From an optimization exercise on the open Yosys and OpenROAD flow, aimed at small area and few clock cycles; shortcuts taken in it are not production practice. Power and IR drop assume default switching activity.

==> module dram_writer, before the edit <==
module dram_writer (
    input  logic        ui_clk,
    input  logic        rst,
    input  logic        win_fire,
    input  logic [15:0] win_pay,
    input  logic        wen,
    output logic [28:0] app_addr,
    output logic        done_hit,
    output logic        prog_hit,
    output logic [13:0] pcnt         
);
    logic [28:0] base;        
    logic [28:0] last;        
    logic        last_ok;     
    logic [1:0]  win_idx;
    logic        fresh;       
    logic [28:3] wa;          
    localparam logic [10:0] PCNT_1249 = 11'd68;
    logic [10:0] pmod;
    logic [28:3] cur;         
    logic [10:0] pcur;        
    logic        pwrap;
    logic [28:0] addr;
    always_comb begin
        cur      = fresh ? base[28:3] : wa;
        pcur     = fresh ? 11'd0 : pmod;
        pwrap    = (pcur == PCNT_1249);
        addr     = {cur, base[2:0]};
        done_hit = wen && last_ok && (addr == last);
        prog_hit = wen && pwrap;
        app_addr = wen ? addr : '0;
        pcnt     = wa[16:3] - base[16:3];
    end
    logic [15:0] win_d;
    always_comb begin
        win_d = win_pay & {16{!rst}};
    end
    always_ff @(posedge ui_clk) begin
        if (rst || (win_fire && win_idx == 2'd0)) base[15:0]  <= win_d;
        if (rst || (win_fire && win_idx == 2'd1)) base[28:16] <= win_d[12:0];
        if (rst || (win_fire && win_idx == 2'd2)) last[15:0]  <= win_d;
        if (rst || (win_fire && win_idx == 2'd3)) begin
            last[28:16] <= win_d[12:0];
            last_ok     <= (win_d[15:13] == 3'd0);
        end
        if (rst) begin
            win_idx <= '0;
        end else if (win_fire) begin
            win_idx <= win_idx + 1'b1;
        end
    end
    always_ff @(posedge ui_clk) begin
        if (rst || win_fire) begin
            fresh <= 1'b1;
        end else if (wen) begin
            fresh <= 1'b0;
        end
        wa <= cur + 26'(wen);
        if (wen) begin
            pmod <= pwrap ? 11'd0 : {pcur[9:0], !(pcur[10] ^ pcur[8])};
        end
    end
endmodule
clock: 5.0 ns
lec_check: 0
cap_margin: 20
core_area: 10 10 310 310
die_area: 0 0 320 320
place_density: 0.35
slew_margin: 20
standard.sh (not shown) runs the stock make flow with config.mk's settings and CLKGATE_MAP_FILE= SYNTH_SCRIPT=/design/flow/synth_recipe.tcl, a recipe that flattens the netlist after the stock synthesis.
==> flow/flow/run.sh <==
#!/bin/bash
# Standard ORFS layout (the standard.sh) with these changes:
#  - synthesis is the standard flow's own script, except that abc maps with the
#    area-oriented script flow/abc_area.script instead of ORFS's speed script
#    (registers are mapped before abc, so they are the standard ones);
#  - port buffers use the smallest buffer cell (buf_1);
#  - the clock tree uses clkbuf_4 with small sink clusters and no dummy loads;
#  - constant outputs keep the synthesized tie cells (no tie-per-pin repair).
# Each ORFS step writes its full log under orfs/logs/; make's output goes to
# make_finish.log.
set -euo pipefail
HERE=$(pwd)
{
  echo "proc abc {args} {"
  echo "  set i [lsearch -exact \$args -script]"
  echo "  if {\$i >= 0} { lset args [expr {\$i + 1}] $HERE/flow/abc_area.script }"
  echo "  puts \"abc with script $HERE/flow/abc_area.script\""
  echo "  yosys abc {*}\$args"
  echo "}"
  cat synth_recipe.tcl
} > flow_synth.tcl
bash standard.sh \
  SYNTH_SCRIPT="$HERE/flow_synth.tcl" \
  BUFFER_PORTS_ARGS="-buffer_cell sky130_fd_sc_hd__buf_1" \
  CTS_ARGS="-sink_clustering_enable -repair_clock_nets -dont_use_dummy_load -buf_list sky130_fd_sc_hd__clkbuf_4 -sink_clustering_size 8 -sink_clustering_max_diameter 60" \
  SKIP_REPAIR_TIE_FANOUT=1 \
  finish > make_finish.log 2>&1
==> flow/flow/abc_area.script <==
strash
dc2
balance
rewrite -z
refactor -z
rewrite -z
dch -f
amap
topo
Rerun with:
--- a/flow/design.v
+++ b/flow/design.v
@@ -143,23 +143,24 @@
         prog_hit = wen && pwrap;
         app_addr = wen ? addr : '0;
         pcnt     = wa[16:3] - base[16:3];
     end
-    logic [15:0] win_d;
-    always_comb begin
-        win_d = win_pay & {16{!rst}};
-    end
     always_ff @(posedge ui_clk) begin
-        if (rst || (win_fire && win_idx == 2'd0)) base[15:0]  <= win_d;
-        if (rst || (win_fire && win_idx == 2'd1)) base[28:16] <= win_d[12:0];
-        if (rst || (win_fire && win_idx == 2'd2)) last[15:0]  <= win_d;
-        if (rst || (win_fire && win_idx == 2'd3)) begin
-            last[28:16] <= win_d[12:0];
-            last_ok     <= (win_d[15:13] == 3'd0);
-        end
         if (rst) begin
+            base    <= '0;
+            last    <= '0;
+            last_ok <= 1'b1;
             win_idx <= '0;
         end else if (win_fire) begin
+            case (win_idx)
+                2'd0: base[15:0]  <= win_pay;
+                2'd1: base[28:16] <= win_pay[12:0];
+                2'd2: last[15:0]  <= win_pay;
+                default: begin
+                    last[28:16] <= win_pay[12:0];
+                    last_ok     <= (win_pay[15:13] == 3'd0);
+                end
+            endcase
             win_idx <= win_idx + 1'b1;
         end
     end
     always_ff @(posedge ui_clk) begin
Final area falls by 1.7%; area after synthesis barely changes; total power came out lower by 5.4%; clock-buffer cell count fell by 2; setup slack gains 180 ps; cell count came out higher by 2.6%; first-iteration DRC count rises by 2.5%; via count came out higher by 4.4%; clock skew shrinks by 52 ps; non-clock buffer count went down by 25; routed wire length goes down by 6.8%; global-route usage goes down by 1.2 points; sequential share of layout area falls by 1.9 points; combinational power fell by 26%.
No run of this note included a check of the RTL's function; only the layout flow was run.

-- re-timing with driven ports --
No port has a modelled driver above. Below, the same layouts with a new extraction and two added sets of constraints.
Step 1 assumes that a clkbuf_16 drives the clock port and a buf_2 every other input.
Step 2 times the ports against the registers' clock, not the clock port: input delays grow and output delays shrink by t, the midpoint of the rising clock arrivals with the driver on.
Slacks: no drivers / after step 1 / after step 2; pairs: no drivers / after step 1.
run | t, ns | setup slack, ns | hold slack, ns
the first run | 0.843 | 0.152 / 0.091 / 0.762 | 0.329 / 0.307 / 0.531
the second run | 0.875 | 0.334 / 0.274 / 0.487 | 0.339 / 0.313 / 0.470
After both steps every run listed still meets setup and hold.
